This design comes from an exercise in tuning for small area, a short achievable clock period and few clock cycles per item on the open sky130 flow, not from production work. In this exercise RTL edits were held to simulation tests only and were not proved equivalent to the original. Power and IR drop assume default switching activity.

`flow/config.mk`:
```
export PLATFORM = sky130hd
export DESIGN_NAME = ysyx_22050243_mdu_ctrl
export DESIGN_NICKNAME = ysyx_22050243_mdu_ctrl
export VERILOG_FILES = /design/flow/design.v
export SDC_FILE = /design/flow/constraint.sdc
export NUM_CORES = 4
export LEC_CHECK = 0
export CAP_MARGIN = 20
export CORE_MARGIN = 2
export CORE_UTILIZATION = 45
export SETUP_SLACK_MARGIN = 5
export SLEW_MARGIN = 20
```
`flow/constraint.sdc`:
```
create_clock -name core_clock -period 10.0 [get_ports {clk}]
set_input_delay 2.0000 -clock core_clock [delete_from_list [all_inputs] [get_ports {clk}]]
set_output_delay 2.0000 -clock core_clock [all_outputs]
set_load 0.01 [all_outputs]
```
`flow/design.v`:
```
`default_nettype none
module ysyx_22050243_mdu_ctrl #(
    parameter int XLEN = 64
) (
    input  logic            clk,
    input  logic            rst,
    input  logic            flush,
    input  logic            in_valid,
    output logic            in_ready,
    input  logic [2:0]      mdu_op,
    input  logic            is_w,
    input  logic [XLEN-1:0] src1,
    input  logic [XLEN-1:0] src2,
    output logic            out_valid,
    input  logic            out_ready,
    output logic [XLEN-1:0] result
);
    typedef enum logic [3:0] {
        S_IDLE  = 4'd0,
        S_OUT   = 4'd1,    
        S_OUTP  = 4'd2,    
        S_MUL   = 4'd3,
        S_MFIN  = 4'd4,
        S_MADD2 = 4'd5,
        S_MADDX = 4'd6,
        S_D1    = 4'd7,
        S_D2    = 4'd8,
        S_DIV   = 4'd9,
        S_DFIN  = 4'd10
    } state_t;
    state_t       r_st, w_nst;
    logic         r_inrdy, r_outv;
    logic [2:0]   r_op;
    logic         r_weff;   
    logic [65:0]  X;        
    logic [63:0]  Y;        
    logic [65:0]  H;        
    logic [65:0]  C;        
    logic [7:0]   r_ls, r_lc;   
    logic         r_ln;         
    logic [3:0]   r_one, r_two, r_neg;   
    logic         r_first;
    logic         r_corr;   
    logic [6:0]   r_cnt;
    logic [6:0]   r_ubA, r_lbB;   
    logic         r_sa, r_sb, r_div0;
    logic         f_mul, f_d1, f_d2, f_div;
    logic         c_aH, c_bY, c_bX, c_bH, c_bC, c_bML, c_bMW, c_bK, c_inv, c_ci, c_ciCy, c_fmtw;
    logic [63:0]  w_mlo;
    logic         c_hld;    
    function automatic logic [6:0] bitlen65(input logic [64:0] v);
        logic [3:0] gl [0:8];
        logic [6:0] bl;
        bl = '0;
        for (int g = 0; g < 8; g++) begin
            gl[g] = '0;
            for (int i = 0; i < 8; i++)
                if (v[8*g+i]) gl[g] = 4'(i + 1);
        end
        for (int g = 0; g < 8; g++)
            if (|v[8*g +: 8]) bl = 7'(8*g) + 7'(gl[g]);
        if (v[64]) bl = 7'd65;
        bitlen65 = bl;
    endfunction
    wire        w_mext = (r_op[2:1] == 2'b00) ? X[63] : 1'b0;
    wire [64:0] w_M    = {w_mext, X[63:0]};
    logic [65:0] w_U   [0:3];
    always_comb begin
        for (int j = 0; j < 4; j++) begin
            logic [65:0] mag, pp;
            mag = ({66{r_one[j]}} & {w_M[64], w_M}) | ({66{r_two[j]}} & {w_M, 1'b0});
            pp  = mag ^ {66{r_neg[j]}};
            w_U[j] = {~pp[65], pp[64:0]};
        end
    end
    function automatic logic [147:0] csa(input logic [73:0] a, input logic [73:0] b,
                                         input logic [73:0] c);
        logic [73:0] s, m;
        s = a ^ b ^ c;
        m = (a & b) | (a & c) | (b & c);
        csa = {s, m[72:0], 1'b0};
    endfunction
    wire [9:0] w_low = {2'b00, r_ls} + {2'b00, r_lc} + {3'b000, r_ln, 6'd0};
    logic [73:0] w_sin, w_cin, w_u0, w_u1, w_u2, w_u3;
    logic [73:0] w_sA, w_cA, w_sB, w_cB, w_sC, w_cC, w_s4, w_c4;
    always_comb begin
        w_sin = r_first ? (74'd1 << 65) : {8'd0, H};
        w_cin = {8'd0, C};
        w_u0  = {1'b0, 7'b1010101, w_U[0]};
        w_u1  = {6'd0, w_U[1], w_low[9], r_neg[0]};
        w_u2  = {4'd0, w_U[2], 1'b0, r_neg[1], 2'b00};
        w_u3  = {2'd0, w_U[3], 1'b0, r_neg[2], 4'b0000};
        {w_sA, w_cA} = csa(w_sin, w_cin, w_u0);
        w_cA[0] = w_low[8];
        {w_sB, w_cB} = csa(w_u1, w_u2, w_u3);
        {w_sC, w_cC} = csa(w_sA, w_cA, w_sB);
        {w_s4, w_c4} = csa(w_sC, w_cC, w_cB);
    end
    wire w_mlast = (r_cnt[2:0] == (r_weff ? 3'd3 : 3'd7));
    logic [8:0] w_nb;
    logic [3:0] w_none, w_ntwo, w_nneg;
    always_comb begin
        if (r_st == S_MUL)  w_nb = {Y[15:8], Y[7]};
        else if (r_inrdy)   w_nb = {src1[7:0], 1'b0};
        else                w_nb = {Y[7:0], 1'b0};
        for (int j = 0; j < 4; j++) begin
            logic yp, y0, y1;
            yp = w_nb[2*j];
            y0 = w_nb[2*j+1];
            y1 = w_nb[2*j+2];
            w_none[j] = y0 ^ yp;
            w_ntwo[j] = (y1 & ~y0 & ~yp) | (~y1 & y0 & yp);
            w_nneg[j] = y1 & ~(y0 & yp);
        end
    end
    wire        w_sgn  = ~r_op[0];
    wire [63:0] w_aext = !r_weff ? Y : {{32{w_sgn & Y[31]}}, Y[31:0]};
    wire [63:0] w_bext = !r_weff ? X[63:0] : {{32{w_sgn & X[31]}}, X[31:0]};
    wire        w_sa   = w_sgn & (r_weff ? Y[31] : Y[63]);
    wire        w_sb   = w_sgn & (r_weff ? X[31] : X[63]);
    wire [6:0]  w_ubA  = bitlen65(w_sa ? {~w_aext, 1'b1} : {1'b0, w_aext});
    wire [6:0]  w_lbB  = bitlen65({1'b0, w_sb ? ~w_bext : w_bext});
    wire [7:0]  w_d    = {1'b0, r_ubA} - {1'b0, r_lbB};
    wire        w_bz   = (w_bext == 64'd0);
    function automatic logic [65:0] add66(input logic [65:0] a, input logic [65:0] b,
                                          input logic ci);
        logic [65:0] g, p, gg, pp, gn, pn;
        g  = a & b;
        p  = a ^ b;
        gg = g;
        pp = p;
        for (int k = 1; k < 66; k = k * 2) begin
            gn = gg;
            pn = pp;
            for (int i = k; i < 66; i++) begin
                gn[i] = gg[i] | (pp[i] & gg[i-k]);
                pn[i] = pp[i] & pp[i-k];
            end
            gg = gn;
            pp = pn;
        end
        add66[0] = p[0] ^ ci;
        for (int i = 1; i < 66; i++)
            add66[i] = p[i] ^ (gg[i-1] | (pp[i-1] & ci));
    endfunction
    logic [65:0] w_pa, w_pb;
    always_comb begin
        w_pa = {66{c_aH}} & H;
        w_pb = ({66{c_bY}} & {2'b00, Y})
             | ({66{c_bX}} & X)
             | ({66{c_bH}} & {2'b00, H[63:0]})
             | ({66{c_bC}} & C)
             | {65'd0, c_bK};
        w_pb = w_pb ^ {66{c_inv}};
    end
    wire        w_pci  = c_ci | (c_ciCy & w_low[8]);
    wire [65:0] w_psum = add66(w_pa, w_pb, w_pci);
    wire [63:0] w_pres = c_fmtw ? {{32{w_psum[31]}}, w_psum[31:0]} : w_psum[63:0];
    wire        w_q    = ~w_psum[65];
    assign w_mlo = c_bMW ? {{32{w_low[7]}}, w_low[7:0], Y[63:40]} : {w_low[7:0], Y[63:8]};
    always_comb begin
        w_nst = r_st;
        case (r_st)
            S_IDLE:  if (in_valid) w_nst = mdu_op[2] ? S_D1 : S_MUL;
            S_OUT: begin
                if (out_ready) w_nst = in_valid ? (mdu_op[2] ? S_D1 : S_MUL) : S_IDLE;
                else if (in_valid) w_nst = S_OUTP;
            end
            S_OUTP:  if (out_ready) w_nst = r_op[2] ? S_D1 : S_MUL;
            S_MUL:   if (w_mlast) w_nst = S_MFIN;
            S_MFIN: begin
                if (r_op[1:0] == 2'd0) w_nst = S_OUT;
                else if (w_low[9])     w_nst = S_MADD2;
                else if (r_corr)       w_nst = S_MADDX;
                else                   w_nst = S_OUT;
            end
            S_MADD2: w_nst = r_corr ? S_MADDX : S_OUT;
            S_MADDX: w_nst = S_OUT;
            S_D1:    w_nst = S_D2;
            S_D2:    w_nst = (w_d[7] | r_div0) ? S_DFIN : S_DIV;
            S_DIV:   if (r_cnt == 7'd0) w_nst = S_DFIN;
            S_DFIN:  w_nst = S_OUT;
            default: w_nst = S_IDLE;
        endcase
        if (flush) w_nst = S_IDLE;
    end
    always_ff @(posedge clk or posedge rst) begin
        if (rst) begin
            r_st    <= S_IDLE;
            r_inrdy <= 1'b1;
            r_outv  <= 1'b0;
        end else begin
            r_st    <= w_nst;
            r_inrdy <= (w_nst == S_IDLE) | (w_nst == S_OUT);
            r_outv  <= (w_nst == S_OUT) | (w_nst == S_OUTP);
        end
    end
    always_ff @(posedge clk) begin
        logic ng;
        f_mul <= (w_nst == S_MUL);
        f_d1  <= (w_nst == S_D1);
        f_d2  <= (w_nst == S_D2);
        f_div <= (w_nst == S_DIV);
        ng = r_op[1] ? r_sa : (r_sa ^ r_sb) & ~r_div0;
        c_aH   <= (w_nst == S_DIV) | (w_nst == S_MADD2) | (w_nst == S_MADDX) |
                  ((w_nst == S_MFIN) & (r_op[1:0] != 2'd0));
        c_bY   <= (w_nst == S_D2) | ((w_nst == S_DFIN) & ~r_op[1]);
        c_bX   <= (w_nst == S_DIV) | (w_nst == S_MADDX);
        c_bH   <= (w_nst == S_DFIN) & r_op[1];
        c_bC   <= (w_nst == S_MFIN) & (r_op[1:0] != 2'd0);
        c_bML  <= (w_nst == S_MFIN) & (r_op[1:0] == 2'd0) & ~r_weff;
        c_bMW  <= (w_nst == S_MFIN) & (r_op[1:0] == 2'd0) & r_weff;
        c_bK   <= (w_nst == S_MADD2);
        c_inv  <= ((w_nst == S_D2) & w_sa) | ((w_nst == S_DFIN) & ng);
        c_ci   <= ((w_nst == S_D2) & w_sa) | ((w_nst == S_DFIN) & ng) |
                  ((w_nst == S_DIV) & ((r_st == S_D2) ? ~r_sb : ~r_sb)) | (w_nst == S_MADD2);
        c_ciCy <= (w_nst == S_MFIN) & (r_op[1:0] != 2'd0);
        c_fmtw <= (w_nst == S_DFIN) & r_weff;
        c_hld  <= (w_nst == S_D2) | (w_nst == S_DFIN) | ((w_nst == S_MFIN) & (r_op[1:0] != 2'd0)) |
                  (w_nst == S_MADD2) | (w_nst == S_MADDX);
    end
    always_ff @(posedge clk) begin
        r_first <= (w_nst == S_MUL) & (r_st != S_MUL);
        r_one   <= w_none;
        r_two   <= w_ntwo;
        r_neg   <= w_nneg;
        C       <= f_mul ? w_c4[73:8] : 66'd0;
        r_ls    <= f_mul ? w_s4[7:0] : 8'd0;
        r_lc    <= f_mul ? w_c4[7:0] : 8'd0;
        r_ln    <= f_mul & r_neg[3];
        if (r_inrdy) begin
            X[63:0] <= src2;
            Y       <= src1;
            r_op    <= mdu_op;
            r_weff  <= is_w & (mdu_op == 3'd0 | mdu_op[2]);
        end
        if (f_mul) begin
            H     <= w_s4[73:8];
            Y     <= {w_low[7:0], Y[63:8]};
            r_cnt <= r_cnt + 7'd1;
            if (r_first) r_corr <= (r_op == 3'd3) & Y[63];
        end
        if (f_d1) begin
            X      <= {{2{w_sb}}, w_bext};
            Y      <= w_aext;
            r_sa   <= w_sa;
            r_sb   <= w_sb;
            r_div0 <= w_bz;
            r_ubA  <= w_ubA;
            r_lbB  <= w_lbB;
        end
        if (f_d2) begin
            X     <= (X << w_d[6:0]) ^ {66{~r_sb}};
            Y     <= {64{r_div0}};
            r_cnt <= w_d[6:0];
        end
        if (f_div) begin
            Y     <= {Y[62:0], w_q};
            X     <= {X[65], X[65:1]};
            r_cnt <= r_cnt - 7'd1;
        end
        if (c_hld | (f_div & w_q)) H <= {2'b00, w_pres};
        if (c_bML | c_bMW) H <= {2'b00, w_mlo};
        if ((r_st != S_MUL) & (w_nst == S_MUL)) r_cnt <= '0;
    end
    assign in_ready  = r_inrdy;
    assign out_valid = r_outv;
    assign result    = H[63:0];
endmodule
`default_nettype wire
```
`flow/run.sh`:
```
#!/bin/bash
# synth_recipe.tcl (not shown) runs the flow's synth.tcl, then flattens the netlist and writes it again
# the make line also repeats each setting of config.mk as NAME=value (left out here)
make -C /OpenROAD-flow-scripts/flow DESIGN_CONFIG=/design/flow/config.mk WORK_HOME=/design/flow/orfs CLKGATE_MAP_FILE= SYNTH_SCRIPT=/design/flow/synth_recipe.tcl finish
```
==> impl_metrics.ini <==
[outcome]
status = no timing/DRC/antenna violations

[setup_path]
crit_type = reg2reg
crit_chain = buf_4, inv_1, buf_4, nor3_2, a21oi_1, a21oi_1, nand2_1, nor4_1, nand2_1, a31oi_1, o22ai_1, a21oi_1
crit_required_ns = 10.48
max_stage_delay_ns = 0.69
start_kind = flip-flop
cpMostUsedCell = a21oi_1
crit_fanout = 48
end_kind = flip-flop
cpMaxStageDelayCell = a31oi_1
worstPathArrival_ns = 5.43

[synth]
synth_edf_count = 216
syn_inst = 5298
synth_cell_types = 91
synth_most_common_cell = inv_1
ys_ff_latch = 339
syn_avg_cell_area_um2 = 8.216
yosysTopAreaCellShare = 0.1490
ys.flop_type = edfxtp_1
syn_nets = 5798
yosysTopAreaCell = edfxtp_1
synth-seq-area-share = 0.2063
synthArstFlopShare = 0.01770
synth_common_cells = 478 x inv_1, 414 x clkbuf_1, 406 x nand2_1
synth.area.top_cells = edfxtp_1 15%, fa_1 12%, dfxtp_1 5.4%
yosysWarnings = 4
netlist_area_um2 = 43530

[timing]
final_hold_viol_count = 0
setup_viol = 0
hold_slack_ns = 0.5138
finalMaxSlewViolations = 0
slew_headroom = 0.2070
layout_min_cycle_time_ns = 4.953
totalNegativeSetupSlack_ns = 0
worst_pin_slew_ns = 1.189
grt_setup_unrepaired = false
fin_crit_sh = 0.4953
finClkSkew_ns = 0.05247
clock.fmax_mhz = 201.9

[power_and_ir_drop]
finalPower_w = 0.01930
power_leakage_nw = 19.29
pwr_density_cell_nw_per_um2 = 402.1
max-vdd-ir-drop_uv = 248.5

[cells_and_area]
final_net_count = 5623
areaGrowthSynthToFinish_pct = 10.25
nFillCells = 9342
drive_gt1_frac = 0.08603

[clock_tree]
clock-sinks = 339
clock-root-buffer = clkbuf_16
postCtsHoldBufs = 0
cts_tree = yes
cts_max_path_buffers = 3
clk_transition_reported_paths_ns = 0.07
clk-insertion-delay-late_ns = 0.68
h-tree-depth = 2
numCtsBuffers = 47

[placement]
numPortBuffers = 202
gp_congestion = 1.030
hpwl_um = 142600

[drt]
viasPerCell = 6.666
drc = 0
wl_per_cell_um = 30.36
vias = 42960
firstDrtPassIters = 8
antenna_left = 0
wirelength_um = 195700
dr.first_iter.drc_count = 6426

[global_route]
overflow = 0
antenna_found_initial = 14
grt_max_degree = 148
track_usage = 0.3825
grt_pass1_wl_um = 280800
grt_pass1_vias = 40030

[floorplan]
rows = 114
fp.dieArea_um2 = 99230
chipWidth_um = 315.0
initial_utilization = 0.4521
core_um2 = 96280
die_y_um = 315.0
io_pins = 203

[flow_run]
cap_violations = 0

[worst_hold_path]
hp-class = reg2reg
[cell type report]
cell class,count,area (µm²),share of cell area
Antenna cell,7,17.52,0.0003650
Clock buffer,73,1395,0.02907
Clock inverter,14,198.9,0.004145
Inverter,483,1814,0.03780
Multi-Input combinational cell,3888,30530,0.6363
Sequential cell,339,9034,0.1882
Tap cell,1276,1597,0.03327
Timing Repair Buffer,364,3401,0.07086
[state kept, by name, summed over array words and instances (netlist names), 6 cells and up]
name and cells:
H 65, r_lbB 7, Y 64, r_cnt 7
r_lc 6, r_ls 8, C 65, X 66
r_ubA 7
[worst paths after layout]
check / slack, ns / to / from / depth (start not counted)
setup / recovery: 5.05 / r_ubA[4]$_SDFFCE_PP0P_ / r_weff$_DFFE_PP_ / 12
hold / removal: 0.51 / r_cnt[6]$_SDFFE_PP0P_ / r_cnt[6]$_SDFFE_PP0P_ / 2
setup reg to reg: 5.05 / r_ubA[4]$_SDFFCE_PP0P_ / r_weff$_DFFE_PP_ / 12
hold reg to reg: 0.51 / r_cnt[6]$_SDFFE_PP0P_ / r_cnt[6]$_SDFFE_PP0P_ / 2
max in group asynchronous: 8.11 / r_inrdy$_DFF_PP1_ / rst / 2
min in group asynchronous: 1.60 / r_st[0]$_DFF_PP0_ / rst / 2
[power breakdown]
group	switching, W	leakage, nW	internal (W)	total (W)
combinational	0.00804	15.4	0.00597	0.0140
clock	0.000769	0.780	0.00106	0.00183
sequential	0.000979	3.15	0.00247	0.00345
total	0.00979	19.3	0.00951	0.0193
[metrics by stage]
stage	setup slack, ns	instance area [µm²]	util	cells
final	5.047	47990	0.4985	6444
after global placement	3.841	45930	0.4771	6329
after floorplan	5.064	43530	-	5298
after global routing	4.983	47980	0.4983	6438
after detailed placement	3.685	45950	0.4773	6330
after CTS	5.006	47760	0.4961	6428
[cells in the final DEF (no fill, tap or decap), types with 16 or more instances in the layout]
| cell type | instances |
|---|---|
| a22oi_1 | 271 |
| nor2_1 | 256 |
| mux4_2 | 41 |
| fa_1 | 261 |
| nand2b_1 | 21 |
| xor2_1 | 216 |
| nor2b_1 | 89 |
| o21bai_1 | 22 |
| mux2i_1 | 131 |
| clkdlybuf4s50_1 | 202 |
| xnor2_1 | 254 |
| or3_1 | 16 |
| o22ai_1 | 28 |
| nand3_1 | 67 |
| nand2_1 | 405 |
| o31ai_1 | 17 |
| o21ai_0 | 285 |
| clkbuf_16 | 48 |
| o211ai_1 | 47 |
| nor4_1 | 31 |
| ha_1 | 96 |
| o221ai_1 | 45 |
| dfxtp_1 | 96 |
| edfxtp_1 | 216 |
| inv_1 | 478 |
| and3_1 | 32 |
| nor3_1 | 84 |
| a22o_1 | 67 |
| mux2_2 | 70 |
| buf_4 | 144 |
| nand4_1 | 36 |
| and2_1 | 159 |
| a31oi_1 | 34 |
| a21oi_1 | 350 |
| a21o_1 | 44 |
| a211oi_1 | 60 |
| a221oi_1 | 129 |
[routing by layer]
metal | vias up | global-route usage | routed length (µm)
met1 | 21130 | 0.5315 | 79360
met5 | - | 0 | 40
met3 | 499 | 0.09479 | 24030
met2 | 3016 | 0.5617 | 82220
li1 | 18310 | - | -
met4 | 6 | 0.1666 | 10010
[timing repair]
action / 4_1_cts / 5_1_grt
gates cloned: 1 / 1
endpoints found under the setup margin: 131 / 133
resized for setup: 19 / 31
buffers inserted: 10 / 7
pin swaps: 4 / 3
[logic make-up after synthesis]
kind of cell	count (synthesis)	share of synthesized area
DFF	339	0.2063
AOI/OAI and AO/OA	1543	0.2394
xor gates and xnor gates	477	0.09598
and+or+nand+nor	1261	0.1404
adders and majority gates	363	0.1495
buffers and inverters	1073	0.09896
muxes	242	0.06945
[critical path: cells and delay by family (launching register included)]
kind	cells	cell delay [ns]
flip-flops	1	0.34
AO/OA/AOI/OAI	5	1.56
buffers and inverters	3	1.31
AND/OR/NAND/NOR	4	1.48
Testbench counts, summed over its fixed seeds: cycles 24,859, ops 2,400.

-- re-timing with driven ports --
The results above use ideal ports. As a check the final layout listed here was re-extracted and re-timed, cells and wires unchanged.
Step 1, drivers: a clkbuf_16 drives clk and a buf_2 each remaining input, both assumed.
Step 2 also shifts input and output timing later by t, the mid clock arrival at the registers, as if the neighbouring blocks saw the same clock.
a / b / c = ideal / step 1 / step 2; a / b = the first two.
shift t [ns]: 0.727
setup WS [ns]: 5.047 / 5.047 / 5.047
worst setup path at the end: register to register
clock arrival spread, ns: 0.052 / 0.052
worst slew at a driven data input, ns: 0.08
After both steps this run still meets setup and hold. For this run, drivers alone change the setup slack by 0.000 ns; drivers and shift together by 0.000 ns.
